This design comes from an exercise in tuning for small area on the open sky130 flow, not from production work.
The RTL was checked by simulation tests, not by an equivalence proof against the original design.
The flow treats the clock pin as an ideal source, which a real chip does not have.
No activity file was given, so power comes from the tool's default toggle rates.

## mips_multicycle_core
module mips_multicycle_core #(
  parameter int unsigned ADDR_W   = 10,
  parameter logic [31:0] RESET_PC = 32'h0000_0000,
  parameter int unsigned CNT_W    = 32
) (
  input  logic              clk,
  input  logic              rst,
  output logic              mem_req,
  output logic              mem_we,
  output logic [ADDR_W-1:0] mem_addr,
  output logic [31:0]       mem_wdata,
  input  logic [31:0]       mem_rdata,
  input  logic              mem_ready,
  input  logic [4:0]        dbg_reg_addr,
  output logic [31:0]       dbg_reg_data,
  output logic [31:0]       pc_out,
  output logic              halted,
  output logic [CNT_W-1:0]  instr_count
);
  localparam int NS = 32;
  localparam logic [4:0] SL_PC = 5'd0;
  localparam logic [5:0] OP_RTYPE = 6'h00, OP_J = 6'h02, OP_BEQ = 6'h04;
  localparam logic [5:0] OP_ADDI  = 6'h08, OP_LW = 6'h23, OP_SW = 6'h2B;
  localparam logic [5:0] FN_ADD = 6'h20, FN_SUB = 6'h22, FN_AND = 6'h24;
  localparam logic [5:0] FN_OR  = 6'h25, FN_SLT = 6'h2A;
  typedef enum logic [3:0] {
    S_CLR, S_FETCH0, S_FETCH, S_DEC, S_SH, S_WB, S_MEM, S_PCW, S_HALT1, S_HALT2, S_HALT
  } state_t;
  state_t           state;
  logic [NS*32-1:0] ring;      
  logic [4:0]       q;         
  logic [31:0]      cr;        
  logic             cc;        
  logic [31:0]      acc, ir;
  logic             cy;        
  logic             pcpass;    
  ...
For scale: ~2200 cells after synthesis, about 1100 flip-flops, roughly 32000 um2 of cells after synthesis.
==> flow/config.mk <==
export PLATFORM = sky130hd
export DESIGN_NAME = mips_multicycle_core
export DESIGN_NICKNAME = mips_multicycle_core
export VERILOG_FILES = /design/flow/design.v
export SDC_FILE = /design/flow/constraint.sdc
export NUM_CORES = 4
export LEC_CHECK = 0
export CAP_MARGIN = 20
export CORE_MARGIN = 2
export CORE_UTILIZATION = 65
export GPL_TIMING_DRIVEN = 0
export PLACE_DENSITY = 0.75
export SLEW_MARGIN = 20
export SYNTH_HIERARCHICAL = 1
export SYNTH_MINIMUM_KEEP_SIZE = 0
==> flow/constraint.sdc <==
create_clock -name core_clock -period 10.0 [get_ports {clk}]
set_input_delay 2.0000 -clock core_clock [delete_from_list [all_inputs] [get_ports {clk}]]
set_output_delay 2.0000 -clock core_clock [all_outputs]
set_load 0.01 [all_outputs]
standard.sh (not shown) runs the stock make flow with config.mk's settings and CLKGATE_MAP_FILE= SYNTH_SCRIPT=/design/flow/synth_recipe.tcl, a recipe that flattens the netlist after the stock synthesis.
==> flow/flow/run.sh <==
#!/bin/bash
set -e
export BUFFER_PORTS_ARGS="-buffer_cell sky130_fd_sc_hd__buf_1"
export CTS_ARGS="-sink_clustering_enable -repair_clock_nets -dont_use_dummy_load -sink_clustering_size 18 -sink_clustering_max_diameter 60 -buf_list sky130_fd_sc_hd__clkbuf_8"
bash standard.sh cts > standard_cts.log 2>&1
openroad -no_init -exit flow/resize.tcl > resize.log 2>&1
bash standard.sh > standard_finish.log 2>&1
Other scripts of this flow, unchanged in this note and not shown: flow/flow/downsize.tcl, flow/flow/resize.tcl
Edit:
Settings changed: CORE_UTILIZATION 65 to 75, GPL_TIMING_DRIVEN 0 to unset, PLACE_DENSITY 0.75 to 0.85.
Result: Setup slack improved by 350 ps. Combinational power fell by a few percent. Critical path depth decreases by 19. Non-clock buffer count goes down by 82. Final area decreases slightly.


== v1 ==
Starting RTL as in the previous note.
clock: 10.0 ns
lec_check: 0
cap_margin: 20
core_margin: 2
core_utilization: 65
cts_buf_list: sky130_fd_sc_hd__clkbuf_8
cts_cluster_diameter: 60
cts_cluster_size: 14
place_density: 0.75
slew_margin: 20
synth_hierarchical: 1
synth_minimum_keep_size: 0
==> flow/flow/run.sh <==
#!/bin/bash
# The standard layout, with the port buffers made of the smallest buffer cell, clock tree
# synthesis without dummy loads, and one
# extra step after clock tree synthesis: gates with timing slack are downsized (OpenROAD's
# power recovery), then slew and capacitance are repaired again before routing.
set -e
export BUFFER_PORTS_ARGS="-buffer_cell sky130_fd_sc_hd__buf_1"
export CTS_ARGS="-sink_clustering_enable -repair_clock_nets -dont_use_dummy_load -sink_clustering_size 18 -sink_clustering_max_diameter 60 -buf_list sky130_fd_sc_hd__clkbuf_8"
bash standard.sh cts > standard_cts.log 2>&1
openroad -no_init -exit flow/resize.tcl > resize.log 2>&1
bash standard.sh > standard_finish.log 2>&1
==> flow/flow/resize.tcl <==
# Downsize gates that have slack after clock tree synthesis, then repair slew/cap again.
set pdir $::env(FLOW_HOME)/platforms/sky130hd
set rdir orfs/results/sky130hd/mips_multicycle_core/base
read_liberty $pdir/lib/sky130_fd_sc_hd__tt_025C_1v80.lib
read_db $rdir/4_cts.odb
read_sdc $rdir/4_cts.sdc
source $pdir/setRC.tcl
set_propagated_clock [all_clocks]
set_dont_use {sky130_fd_sc_hd__probe_p_8 sky130_fd_sc_hd__probec_p_8 sky130_fd_sc_hd__lpflow_*}
estimate_parasitics -placement
report_design_area
report_worst_slack -max
repair_timing -recover_power 100 -match_cell_footprint -verbose
report_design_area
repair_design -slew_margin 20 -cap_margin 20 -match_cell_footprint -verbose
repair_timing -setup_margin 0 -hold_margin 0 -match_cell_footprint -verbose
detailed_placement
check_placement -verbose
report_design_area
report_worst_slack -max
report_worst_slack -min
write_db $rdir/4_cts.odb
No stage failed in v1, and the final checks on the layout all came back clean.
[inputs] v20 vs v1
==> flow/flow/run.sh <==
#!/bin/bash
# The standard layout, with the port buffers made of the smallest buffer cell and
# clock tree synthesis without dummy loads.
export BUFFER_PORTS_ARGS="-buffer_cell sky130_fd_sc_hd__buf_1"
export CTS_ARGS="-sink_clustering_enable -repair_clock_nets -dont_use_dummy_load -sink_clustering_size 18 -sink_clustering_max_diameter 60 -buf_list sky130_fd_sc_hd__clkbuf_8"
bash standard.sh > standard_run.log 2>&1
removed: flow/flow/resize.tcl
Results
Going from v1 to v20, the met1 track utilization from global routing was found to have gone up by 0.49 points. Changes observed in v20 relative to v1: combinational power rose by 6.7%; global-route met3 utilization now sits lower.
Input-level comparison between v45 and v20:
-- flow/flow/run.sh --
<<< v20, line 2
# The standard layout, with the port buffers made of the smallest buffer cell and
# clock tree synthesis without dummy loads.
>>> v45, line 2
set -e
<<< v20, line 6
bash standard.sh > standard_run.log 2>&1
>>> v45, line 5
bash standard.sh cts > standard_cts.log 2>&1
openroad -no_init -exit flow/resize.tcl > resize.log 2>&1
bash standard.sh > standard_finish.log 2>&1
==> flow/flow/downsize.tcl (new file) <==
# Replace each gate by the smallest drive strength of the same footprint that keeps the
# setup slack above a margin and adds no slew or capacitance violation.
proc ds_area {m} { return [expr {[$m getWidth] * [$m getHeight] / 1e6}] }
proc downsize_all {margin} {
  set db [ord::get_db]
  set block [ord::get_db_block]
  set n 0
  set saved 0.0
  set base_slew [sta::max_slew_violation_count]
  set base_cap [sta::max_capacitance_violation_count]
  foreach inst [$block getInsts] {
    set m [$inst getMaster]
    set ref [$m getName]
    if {![regexp {^(sky130_fd_sc_hd__[a-z0-9]+)_([0-9]+)$} $ref -> base drv]} { continue }
    if {[regexp {df|dl|clk|tap|fill|decap|conb|buf_1$|probe|lpflow} $ref]} { continue }
    if {[$inst isFixed]} { continue }
    set iname [$inst getName]
    foreach d {0 1 2 4 6 8} {
      if {$d >= $drv} { break }
      set cm [$db findMaster "${base}_$d"]
      if {$cm eq "NULL" || $cm eq ""} { continue }
      set lc [get_lib_cells -quiet "*/${base}_$d"]
      if {$lc eq ""} { continue }
      set a0 [ds_area $m]
      replace_cell [get_cells $iname] $lc
      if {[sta::worst_slack_cmd max] < $margin ||
          [sta::max_slew_violation_count] > $base_slew ||
          [sta::max_capacitance_violation_count] > $base_cap} {
        replace_cell [get_cells $iname] [get_lib_cells "*/$ref"]
      } else {
        incr n
        set saved [expr {$saved + $a0 - [ds_area $cm]}]
        break
      }
    }
  }
  puts "downsized $n instances, saved $saved um2"
}
==> flow/flow/resize.tcl (new file) <==
# Runs after clock tree synthesis: downsize gates with slack, then legalize the placement.
set pdir $::env(FLOW_HOME)/platforms/sky130hd
set rdir orfs/results/sky130hd/mips_multicycle_core/base
read_liberty $pdir/lib/sky130_fd_sc_hd__tt_025C_1v80.lib
read_db $rdir/4_cts.odb
read_sdc $rdir/4_cts.sdc
source $pdir/setRC.tcl
set_propagated_clock [all_clocks]
estimate_parasitics -placement
report_design_area
report_worst_slack -max
source flow/downsize.tcl
downsize_all 0.5e-9
detailed_placement
check_placement -verbose
estimate_parasitics -placement
report_design_area
report_worst_slack -max
report_worst_slack -min
puts "slew violations [sta::max_slew_violation_count] cap violations [sta::max_capacitance_violation_count]"
write_db $rdir/4_cts.odb
==> run summary <==
On core utilization, the lower figure sits with v45, not v20.
Between v45 and v20, the share of post-route cells with drive strength above 1 is higher for v20.
In the reports for v45 and v20, the smaller share of power burned in combinational logic belongs to v45.
v20 consumes more power than v45.
In the tables for v45 and v20, post-layout worst setup margin reads higher with v20.
Detailed route wirelength on metal2 across v45 and v20: no real change.
> inputs changed (v45 -> v31)
-- flow/flow/downsize.tcl --
<<< v45, line 1
# Replace each gate by the smallest drive strength of the same footprint that keeps the
# setup slack above a margin and adds no slew or capacitance violation.
>>> v31, line 1
# Replace each gate by the smallest-area variant of the same cell family (same function,
# other drive strength) that keeps the setup slack above a margin and adds no slew or
# capacitance violation.
<<< v45, line 15
    if {[regexp {df|dl|clk|tap|fill|decap|conb|buf_1$|probe|lpflow} $ref]} { continue }
>>> v31, line 16
    if {[regexp {df|dl|clk|tap|fill|decap|conb|probe|lpflow} $ref]} { continue }
<<< v45, line 18
    foreach d {0 1 2 4 6 8} {
      if {$d >= $drv} { break }
>>> v31, line 19
    set a0 [ds_area $m]
    # candidates of this family with a smaller area, smallest first
    set cands {}
    foreach d {0 1 2 3 4 6 8 12 16} {
      if {$d == $drv} { continue }
<<< v45, line 22
      set lc [get_lib_cells -quiet "*/${base}_$d"]
      if {$lc eq ""} { continue }
      set a0 [ds_area $m]
      replace_cell [get_cells $iname] $lc
>>> v31, line 26
      if {[ds_area $cm] >= $a0} { continue }
      if {[get_lib_cells -quiet "*/${base}_$d"] eq ""} { continue }
      lappend cands [list [ds_area $cm] "${base}_$d"]
    }
    foreach c [lsort -real -index 0 $cands] {
      set cname [lindex $c 1]
      replace_cell [get_cells $iname] [get_lib_cells "*/$cname"]
<<< v45, line 32
        set saved [expr {$saved + $a0 - [ds_area $cm]}]
>>> v31, line 39
        set saved [expr {$saved + $a0 - [lindex $c 0]}]
--- outcome ---
Between v31 and v45, the met2 routed wirelength figures differ only marginally. On clock network contribution to total cell area, v45 tracks v31 almost exactly. Going from v45 to v31, number of clock-tree buffers in the layout saw little to no change, global-route usage over all layers saw little to no change, final cell area excluding filler cells saw little to no change. Diff v45 -> v31: global-route wire length before repair was more or less identical; maximum count of clock buffers along a single path was more or less identical; number of global-route vias before repair was more or less identical.

## separate check: timing with driven ports
The flow's constraints put no driver on any port. The routed layouts listed below were extracted and timed again, unchanged, in two steps.
Step 1, drivers: a clkbuf_16 drives clk and a buf_2 each remaining input, both assumed.
Step 2 adds t to the input delays and takes it off the output delays; t is the mean of the earliest and latest rising clock arrival at the registers after step 1. Input paths then give back, and output paths get back, about the clock's delay inside the block.
a / b / c = no drivers / after step 1 / after step 2; a / b = the first two.
run	shift t [ns]	slack for setup (ns)	worst setup path after step 2	clock arrival spread, ns
the first run of note 1	0.752	0.280 / 0.280 / -0.289	input to register	0.078 / 0.078
the second run of note 1	0.704	0.630 / 0.574 / 0.305	input to register	0.081 / 0.080
v1	0.736	0.615 / 0.559 / 0.607	input to register	0.070 / 0.071
v20	0.732	1.045 / 0.990 / 1.009	input to register	0.065 / 0.065
v45	0.730	0.471 / 0.416 / 0.350	input to register	0.065 / 0.065
v31	0.734	0.579 / 0.525 / 0.462	input to register	0.066 / 0.067
With both steps, setup timing fails in the first run of note 1, where it was met with ideal ports. For the first run of note 1, which loses most, drivers alone change the setup slack by 0.000 ns; drivers and shift together by -0.569 ns.
